From an optimization exercise on the open Yosys and OpenROAD flow, aimed at small area; shortcuts taken in it are not production practice. The RTL was checked by simulation tests, not by an equivalence proof against the original design. No activity file was given, so power comes from the tool's default toggle rates. No driver is modelled on the clock port, so clocking that relies on it looks cheaper here than on a real chip.

==> exp/violet: inputs <==
## rgbled_frame_scheduler
module rgbled_frame_scheduler #(
    parameter int LEDS           = 10,
    parameter int BITS_PER_LED   = 24,
    parameter int RESET_CYCLES   = 1500,
    parameter int REFRESH_CYCLES = 0
) (
    input  wire logic                         clk,
    input  wire logic                         reset,
    input  wire logic [LEDS*BITS_PER_LED-1:0] frame_data,
    input  wire logic                         frame_rdy,
    output logic [BITS_PER_LED-1:0]           led_word,
    output logic                              led_valid,
    input  wire logic                         led_ready,
    input  wire logic                         ser_idle,
    output logic                              busy,
    output logic [7:0]                        frame_count,
    output logic                              overrun
);
==> module rgbled_frame_scheduler, before the edit <==
module rgbled_frame_scheduler #(
    parameter int LEDS           = 10,
    parameter int BITS_PER_LED   = 24,
    parameter int RESET_CYCLES   = 1500,
    parameter int REFRESH_CYCLES = 0
) (
    input  wire logic                         clk,
    input  wire logic                         reset,
    input  wire logic [LEDS*BITS_PER_LED-1:0] frame_data,
    input  wire logic                         frame_rdy,
    output logic [BITS_PER_LED-1:0]           led_word,
    output logic                              led_valid,
    input  wire logic                         led_ready,
    input  wire logic                         ser_idle,
    output logic                              busy,
    output logic [7:0]                        frame_count,
    output logic                              overrun
);
    localparam int FRAME_W = LEDS * BITS_PER_LED;
    localparam int CNT_W   = 11;
    localparam logic [CNT_W-1:0] LAST_IDX = CNT_W'(LEDS - 1);
    localparam logic [CNT_W-1:0] LAT_END  = CNT_W'(LEDS - 1 + RESET_CYCLES - 1);
    logic [1:0]         rdy_sync;
    logic               rdy_prev;
    logic               rdy_edge;
    logic [FRAME_W-1:0] shadow;
    logic [FRAME_W-1:0] work;
    logic               pending;
    logic               latching;
    logic [CNT_W-1:0]   cnt;
    logic               take;
    logic               last_word;
    logic               lat_done;
    always_ff @(posedge clk) begin
        if (reset) rdy_sync <= 2'b00;
        else       rdy_sync <= {rdy_sync[0], frame_rdy};
        rdy_prev <= rdy_sync[1];
    end
    assign rdy_edge  = rdy_sync[1] & ~rdy_prev;
    assign take      = ~busy & pending;
    assign last_word = (cnt & LAST_IDX) == LAST_IDX;
    assign lat_done  = (cnt & LAT_END) == LAT_END;
    always_ff @(posedge clk) begin
        if (rdy_edge) shadow <= frame_data;
        if (take)     work   <= shadow;
    end
    always_ff @(posedge clk) begin
        if (take) cnt <= '0;
        else if ((led_valid && led_ready && !last_word) || latching) cnt <= cnt + 1'b1;
    end
    always_ff @(posedge clk) begin
        if (reset) begin
            pending     <= 1'b0;
            overrun     <= 1'b0;
            led_valid   <= 1'b0;
            busy        <= 1'b0;
            latching    <= 1'b0;
            frame_count <= 8'd0;
        end else begin
            overrun <= rdy_edge & pending;
            if (rdy_edge)  pending <= 1'b1;
            else if (take) pending <= 1'b0;
            if (take) begin
                led_valid <= 1'b1;
                busy      <= 1'b1;
            end else if (led_valid) begin
                if (led_ready && last_word) led_valid <= 1'b0;
            end else if (latching) begin
                if (lat_done) begin
                    latching    <= 1'b0;
                    busy        <= 1'b0;
                    frame_count <= frame_count + 8'd1;
                end
            end else if (busy && ser_idle) begin
                latching <= 1'b1;
            end
        end
    end
    always_comb begin
        case (cnt[3:0])
            4'd0:    led_word = work[239:216];
            4'd1:    led_word = work[215:192];
            4'd2:    led_word = work[191:168];
            4'd3:    led_word = work[167:144];
            4'd4:    led_word = work[143:120];
            4'd5:    led_word = work[119:96];
            4'd6:    led_word = work[95:72];
            4'd7:    led_word = work[71:48];
            4'd8:    led_word = work[47:24];
            default: led_word = work[23:0];
        endcase
    end
endmodule
export LEC_CHECK = 0
export CAP_MARGIN = 20
export CORE_MARGIN = 2
export CORE_UTILIZATION = 40
export SLEW_MARGIN = 20
create_clock -name core_clock -period 10.0 [get_ports {clk}]
run.sh (not shown) runs the stock make flow with config.mk's settings and CLKGATE_MAP_FILE= SYNTH_SCRIPT=/design/flow/synth_recipe.tcl, a recipe that flattens the netlist after the stock synthesis.
==> exp/fjord: changes against exp/violet <==
--- a/flow/design.v
+++ b/flow/design.v
@@ -19,7 +19,5 @@
 );
     localparam int FRAME_W = LEDS * BITS_PER_LED;
-    localparam int CNT_W   = 11;
-    localparam logic [CNT_W-1:0] LAST_IDX = CNT_W'(LEDS - 1);
-    localparam logic [CNT_W-1:0] LAT_END  = CNT_W'(LEDS - 1 + RESET_CYCLES - 1);
+    localparam logic [10:0] LAT_END = 11'h01c;
     logic [1:0]         rdy_sync;
     logic               rdy_prev;
@@ -29,8 +27,8 @@
     logic               pending;
     logic               latching;
-    logic [CNT_W-1:0]   cnt;
+    logic [10:0]        ptr_n;
+    logic [10:0]        ptr;
+    assign ptr = ~ptr_n;
     logic               take;
-    logic               last_word;
-    logic               lat_done;
     always_ff @(posedge clk) begin
         if (reset) rdy_sync <= 2'b00;
@@ -38,8 +36,6 @@
         rdy_prev <= rdy_sync[1];
     end
-    assign rdy_edge  = rdy_sync[1] & ~rdy_prev;
-    assign take      = ~busy & pending;
-    assign last_word = (cnt & LAST_IDX) == LAST_IDX;
-    assign lat_done  = (cnt & LAT_END) == LAT_END;
+    assign rdy_edge = rdy_sync[1] & ~rdy_prev;
+    assign take     = ~busy & pending;
     always_ff @(posedge clk) begin
         if (rdy_edge) shadow <= frame_data;
@@ -47,6 +43,7 @@
     end
     always_ff @(posedge clk) begin
-        if (take) cnt <= '0;
-        else if ((led_valid && led_ready && !last_word) || latching) cnt <= cnt + 1'b1;
+        if (take) ptr_n <= ~11'd1;
+        else if ((led_valid && led_ready) || latching)
+            ptr_n <= {ptr_n[9:0], ~(latching & (ptr_n[10] ^ ptr_n[8]))};
     end
     always_ff @(posedge clk) begin
@@ -66,7 +63,7 @@
                 busy      <= 1'b1;
             end else if (led_valid) begin
-                if (led_ready && last_word) led_valid <= 1'b0;
+                if (led_ready && ptr[LEDS-1]) led_valid <= 1'b0;
             end else if (latching) begin
-                if (lat_done) begin
+                if (ptr == LAT_END) begin
                     latching    <= 1'b0;
                     busy        <= 1'b0;
@@ -79,16 +76,7 @@
     end
     always_comb begin
-        case (cnt[3:0])
-            4'd0:    led_word = work[239:216];
-            4'd1:    led_word = work[215:192];
-            4'd2:    led_word = work[191:168];
-            4'd3:    led_word = work[167:144];
-            4'd4:    led_word = work[143:120];
-            4'd5:    led_word = work[119:96];
-            4'd6:    led_word = work[95:72];
-            4'd7:    led_word = work[71:48];
-            4'd8:    led_word = work[47:24];
-            default: led_word = work[23:0];
-        endcase
+        led_word = '1;
+        for (int k = 0; k < LEDS; k++)
+            led_word = led_word & (work[FRAME_W-1-BITS_PER_LED*k -: BITS_PER_LED] | {BITS_PER_LED{ptr_n[k]}});
     end
 endmodule
==> flow/flow/run.sh (new file) <==
#!/bin/bash
set -euo pipefail
export BUFFER_PORTS_ARGS="-buffer_cell sky130_fd_sc_hd__buf_1"
export CTS_ARGS="-sink_clustering_enable -repair_clock_nets -buf_list sky130_fd_sc_hd__clkbuf_16 -sink_clustering_size 30 -sink_clustering_max_diameter 100 -dont_use_dummy_load"
bash standard.sh > standard.log 2>&1
==> flow/standard.sh (new file) <==
#!/bin/bash
# synth_recipe.tcl (not shown) runs the flow's synth.tcl, then flattens the netlist and writes it again
# the make line also repeats each setting of config.mk as NAME=value (left out here)
make -C /OpenROAD-flow-scripts/flow DESIGN_CONFIG=/design/flow/config.mk WORK_HOME=/design/flow/orfs CLKGATE_MAP_FILE= SYNTH_SCRIPT=/design/flow/synth_recipe.tcl "${@:-finish}"
--- a/flow/config.mk
+++ b/flow/config.mk
@@ -8,4 +8,4 @@
 export CAP_MARGIN = 20
 export CORE_MARGIN = 2
-export CORE_UTILIZATION = 40
+export CORE_UTILIZATION = 60
 export SLEW_MARGIN = 20
removed: flow/run.sh
==> results.ini <==
[status]
status = finished clean

[critical_path]
cp_slowest_cell = and2_1
path_buf_inv = 3

[synthesis]
syn_avg_cell_area_um2 = 19.4

[power]
p_int_uw = 4030
power.density_nw_per_um2 = 243

[placed_design]
gp_congestion = 0.746
post-place-ws_ns = 4.32

[grt]
grt_pass1_wl_um = 56000
antenna_found_initial = 1

[cells_and_area]
final_nets = 1445
multi_input_area_share_pct = 9.84
layout_common_cells = 480 x edfxtp_1, 279 x clkdlybuf4s50_1, 56 x a21oi_1

[detailed_routing]
wirelength_met1_um = 16900
wl_um = 38700

[floorplan]
initial_core_util_pct = 40.4

the above is filed under exp/violet

==> results.ini <==
[detailed_routing]
wl_um = 30200
wirelength_met1_um = 12400

[cells_and_area]
final_nets = 1319
layout_common_cells = 480 x edfxtp_1, 279 x buf_1, 96 x o22ai_1
multi_input_area_share_pct = 8.09

[grt]
antenna_found_initial = 8

[synthesis]
syn_avg_cell_area_um2 = 20.8

[power]
power.density_nw_per_um2 = 207

[critical_path]
cp_slowest_cell = dfxtp_1

[status]
status = finished clean

the above is filed under exp/fjord


==> inputs of run Y <==
rgbled_frame_scheduler with an RTL version that a note above also has.
==> module rgbled_frame_scheduler, before the edit <==
module rgbled_frame_scheduler #(
    parameter int LEDS           = 10,
    parameter int BITS_PER_LED   = 24,
    parameter int RESET_CYCLES   = 1500,
    parameter int REFRESH_CYCLES = 0
) (
    input  wire logic                         clk,
    input  wire logic                         reset,
    input  wire logic [LEDS*BITS_PER_LED-1:0] frame_data,
    input  wire logic                         frame_rdy,
    output logic [BITS_PER_LED-1:0]           led_word,
    output logic                              led_valid,
    input  wire logic                         led_ready,
    input  wire logic                         ser_idle,
    output logic                              busy,
    output logic [7:0]                        frame_count,
    output logic                              overrun
);
    localparam int FRAME_W = LEDS * BITS_PER_LED;
    localparam logic [10:0] LAT_END = 11'h01c;
    logic [1:0]         rdy_sync;
    logic               rdy_prev;
    logic               rdy_edge;
    logic [FRAME_W-1:0] shadow;
    logic [FRAME_W-1:0] work;
    logic               pending;
    logic               latching;
    logic [10:0]        ptr_n;
    logic [10:0]        ptr;
    assign ptr = ~ptr_n;
    logic               take;
    always_ff @(posedge clk) begin
        if (reset) rdy_sync <= 2'b00;
        else       rdy_sync <= {rdy_sync[0], frame_rdy};
        rdy_prev <= rdy_sync[1];
    end
    assign rdy_edge = rdy_sync[1] & ~rdy_prev;
    assign take     = ~busy & pending;
    always_ff @(posedge clk) begin
        if (rdy_edge) shadow <= frame_data;
        if (take)     work   <= shadow;
    end
    always_ff @(posedge clk) begin
        if (take) ptr_n <= ~11'd1;
        else if ((led_valid && led_ready) || latching)
            ptr_n <= {ptr_n[9:0], ~(latching & (ptr_n[10] ^ ptr_n[8]))};
    end
    always_ff @(posedge clk) begin
        if (reset) begin
            pending     <= 1'b0;
            overrun     <= 1'b0;
            led_valid   <= 1'b0;
            busy        <= 1'b0;
            latching    <= 1'b0;
            frame_count <= 8'd0;
        end else begin
            overrun <= rdy_edge & pending;
            if (rdy_edge)  pending <= 1'b1;
            else if (take) pending <= 1'b0;
            if (take) begin
                led_valid <= 1'b1;
                busy      <= 1'b1;
            end else if (led_valid) begin
                if (led_ready && ptr[LEDS-1]) led_valid <= 1'b0;
            end else if (latching) begin
                if (ptr == LAT_END) begin
                    latching    <= 1'b0;
                    busy        <= 1'b0;
                    frame_count <= frame_count + 8'd1;
                end
            end else if (busy && ser_idle) begin
                latching <= 1'b1;
            end
        end
    end
    always_comb begin
        led_word = '1;
        for (int k = 0; k < LEDS; k++)
            led_word = led_word & (work[FRAME_W-1-BITS_PER_LED*k -: BITS_PER_LED] | {BITS_PER_LED{ptr_n[k]}});
    end
endmodule
clock: 10.0 ns
lec_check: 0
cap_margin: 20
core_margin: 2
core_utilization: 70
slew_margin: 20
standard.sh (not shown) runs the stock make flow with config.mk's settings and CLKGATE_MAP_FILE= SYNTH_SCRIPT=/design/flow/synth_recipe.tcl, a recipe that flattens the netlist after the stock synthesis.
==> flow/flow/run.sh <==
#!/bin/bash
set -euo pipefail
export BUFFER_PORTS_ARGS="-buffer_cell sky130_fd_sc_hd__buf_1"
export CTS_ARGS="-sink_clustering_enable -repair_clock_nets -buf_list sky130_fd_sc_hd__clkbuf_16 -sink_clustering_size 30 -sink_clustering_max_diameter 100 -dont_use_dummy_load"
bash standard.sh > standard.log 2>&1
==> inputs of run A, as changes to run Y <==
--- a/flow/design.v
+++ b/flow/design.v
@@ -18,7 +18,9 @@
     output logic                              overrun
 );
     localparam int FRAME_W = LEDS * BITS_PER_LED;
-    localparam logic [10:0] LAT_END = 11'h01c;
+    localparam int CNT_W   = 11;
+    localparam logic [CNT_W-1:0] LAST_IDX = CNT_W'(LEDS - 1);
+    localparam logic [CNT_W-1:0] LAT_END  = CNT_W'(LEDS - 1 + RESET_CYCLES - 1);
     logic [1:0]         rdy_sync;
     logic               rdy_prev;
     logic               rdy_edge;
@@ -26,25 +28,26 @@
     logic [FRAME_W-1:0] work;
     logic               pending;
     logic               latching;
-    logic [10:0]        ptr_n;
-    logic [10:0]        ptr;
-    assign ptr = ~ptr_n;
+    logic [CNT_W-1:0]   cnt;
     logic               take;
+    logic               last_word;
+    logic               lat_done;
     always_ff @(posedge clk) begin
         if (reset) rdy_sync <= 2'b00;
         else       rdy_sync <= {rdy_sync[0], frame_rdy};
         rdy_prev <= rdy_sync[1];
     end
-    assign rdy_edge = rdy_sync[1] & ~rdy_prev;
-    assign take     = ~busy & pending;
+    assign rdy_edge  = rdy_sync[1] & ~rdy_prev;
+    assign take      = ~busy & pending;
+    assign last_word = (cnt & LAST_IDX) == LAST_IDX;
+    assign lat_done  = (cnt & LAT_END) == LAT_END;
     always_ff @(posedge clk) begin
         if (rdy_edge) shadow <= frame_data;
         if (take)     work   <= shadow;
     end
     always_ff @(posedge clk) begin
-        if (take) ptr_n <= ~11'd1;
-        else if ((led_valid && led_ready) || latching)
-            ptr_n <= {ptr_n[9:0], ~(latching & (ptr_n[10] ^ ptr_n[8]))};
+        if (take) cnt <= '0;
+        else if ((led_valid && led_ready && !last_word) || latching) cnt <= cnt + 1'b1;
     end
     always_ff @(posedge clk) begin
         if (reset) begin
@@ -62,9 +65,9 @@
                 led_valid <= 1'b1;
                 busy      <= 1'b1;
             end else if (led_valid) begin
-                if (led_ready && ptr[LEDS-1]) led_valid <= 1'b0;
+                if (led_ready && last_word) led_valid <= 1'b0;
             end else if (latching) begin
-                if (ptr == LAT_END) begin
+                if (lat_done) begin
                     latching    <= 1'b0;
                     busy        <= 1'b0;
                     frame_count <= frame_count + 8'd1;
@@ -74,10 +77,14 @@
             end
         end
     end
+    logic [9:0] sel;
     always_comb begin
-        led_word = '1;
-        for (int k = 0; k < LEDS; k++)
-            led_word = led_word & (work[FRAME_W-1-BITS_PER_LED*k -: BITS_PER_LED] | {BITS_PER_LED{ptr_n[k]}});
+        for (int k = 0; k < 8; k++) sel[k] = ~cnt[3] & (cnt[2:0] == 3'(k));
+        sel[8] = cnt[3] & ~cnt[0];
+        sel[9] = cnt[3] & cnt[0];
+        led_word = '0;
+        for (int k = 0; k < 10; k++)
+            led_word = led_word | (work[FRAME_W-1-24*k -: 24] & {24{sel[k]}});
     end
 endmodule
 `default_nettype wire
==> flow/flow/run.sh (replaced) <==
#!/bin/bash
set -euo pipefail
export BUFFER_PORTS_ARGS="-buffer_cell sky130_fd_sc_hd__buf_1"
export CTS_ARGS="-sink_clustering_enable -repair_clock_nets -buf_list sky130_fd_sc_hd__clkbuf_16 -sink_clustering_size 25 -sink_clustering_max_diameter 80 -dont_use_dummy_load"
bash standard.sh > standard.log 2>&1
CORE_UTILIZATION = 60   (was 70)
==> inputs of run X, as changes to run Y <==
--- a/flow/design.v
+++ b/flow/design.v
@@ -26,9 +26,7 @@
     logic [FRAME_W-1:0] work;
     logic               pending;
     logic               latching;
-    logic [10:0]        ptr_n;
     logic [10:0]        ptr;
-    assign ptr = ~ptr_n;
     logic               take;
     always_ff @(posedge clk) begin
         if (reset) rdy_sync <= 2'b00;
@@ -42,9 +40,9 @@
         if (take)     work   <= shadow;
     end
     always_ff @(posedge clk) begin
-        if (take) ptr_n <= ~11'd1;
+        if (take) ptr <= 11'd1;
         else if ((led_valid && led_ready) || latching)
-            ptr_n <= {ptr_n[9:0], ~(latching & (ptr_n[10] ^ ptr_n[8]))};
+            ptr <= {ptr[9:0], latching & (ptr[10] ^ ptr[8])};
     end
     always_ff @(posedge clk) begin
         if (reset) begin
@@ -75,9 +73,9 @@
         end
     end
     always_comb begin
-        led_word = '1;
+        led_word = '0;
         for (int k = 0; k < LEDS; k++)
-            led_word = led_word & (work[FRAME_W-1-BITS_PER_LED*k -: BITS_PER_LED] | {BITS_PER_LED{ptr_n[k]}});
+            led_word = led_word | (work[FRAME_W-1-BITS_PER_LED*k -: BITS_PER_LED] & {BITS_PER_LED{ptr[k]}});
     end
 endmodule
 `default_nettype wire
==> flow/flow/run.sh (replaced) <==
#!/bin/bash
set -euo pipefail
export BUFFER_PORTS_ARGS="-buffer_cell sky130_fd_sc_hd__buf_1"
export CTS_ARGS="-sink_clustering_enable -repair_clock_nets -buf_list sky130_fd_sc_hd__clkbuf_16 -sink_clustering_size 25 -sink_clustering_max_diameter 80 -dont_use_dummy_load"
bash standard.sh > standard.log 2>&1
CORE_UTILIZATION = 60   (was 70)
==> summary.md <==
| Metric | Value |
|---|---|
| Status | timing/DRC/antenna clean |
| First-pass GRT wire length | about 44000 um |
| Synth Area in Adders | 0.000753 |
| Net count, final | 1320 |
| Die Wd | 158 um |
| Post-place setup slack | approximately 5.9 ns |
| VDD IR max | approximately 0.22 mV |
| Worst slew margin | 0.284 |
| Area taken by multi-input logic gates | 1510 sq um |
| WP depth | 6 |
[end of results for run Y]
==> summary.md <==
| Metric | Value |
|---|---|
| Net count, final | 1301 |
| First-pass GRT wire length | 47800 um |
| Multi-input combinational cell count | 228 |
| Die Wd | 171 um |
| Status | timing/DRC/antenna clean |
| RR Startpoint | rdy_sync[1]$_SDFF_PP0_ |
| Worst slew margin | 0.284 |
| WP depth | 4 |
| Biggest Area Class | registers |
| Synth Area in Adders | 0.000749 |
| Top power group | sequential cells |
| Area taken by multi-input logic gates | 1630 sq um |
| Number of global-route vias before repair | 7969 |
| Post-place setup slack | 6.39 ns |
| VDD IR max | 0.197 mV |
[end of results for run X]
==> summary.md <==
| Metric | Value |
|---|---|
| Met3 WL | 2330 um |
| Net count, final | around 1400 |
| First-pass GRT wire length | 47100 um |
| Worst slew margin | 0.288 |
| WP depth | 5 |
| Synth Area in Adders | 0.00510 |
| Status | timing/DRC/antenna clean |
| Die Wd | 173 um |
| Area taken by multi-input logic gates | 2070 sq um |
| VDD IR max | 0.202 mV |
[end of results for run A]

==> port drivers added, routing unchanged <==
How much do the figures lean on ideal ports? The routed layouts below were timed once more, with nothing changed but the port constraints.
Step 1 (the two cells are an assumption about what drives the block):
set clk [get_ports {clk}]
set_driving_cell -lib_cell sky130_fd_sc_hd__clkbuf_16 $clk
set_driving_cell -lib_cell sky130_fd_sc_hd__buf_2 [delete_from_list [all_inputs] $clk]
Step 2 moves the port delays by t, midway between the first and last clock arrival at a register: inputs arrive t later, outputs are due t later. That takes back most of the time a late clock gives input paths.
Slacks: no drivers / after step 1 / after step 2; pairs: no drivers / after step 1.
| run | t, ns | setup WS [ns] | worst setup path after step 2 | clock arrival spread, ns | worst data-port slew with drivers (ns) |
|---|---|---|---|---|---|
| exp/violet | 0.627 | 3.861 / 3.810 / 4.437 | register to output | 0.023 / 0.024 | 0.09 |
| exp/fjord | 0.575 | 5.247 / 5.201 / 5.776 | register to output | 0.044 / 0.044 | 0.10 |
| run Y | 0.566 | 5.352 / 5.303 / 5.868 | register to output | 0.019 / 0.019 | 0.09 |
| run A | 0.578 | 4.314 / 4.263 / 4.840 | register to output | 0.041 / 0.041 | 0.10 |
| run X | 0.581 | 5.759 / 5.708 / 6.289 | register to output | 0.047 / 0.046 | 0.09 |
After both steps every run listed still meets setup and hold.
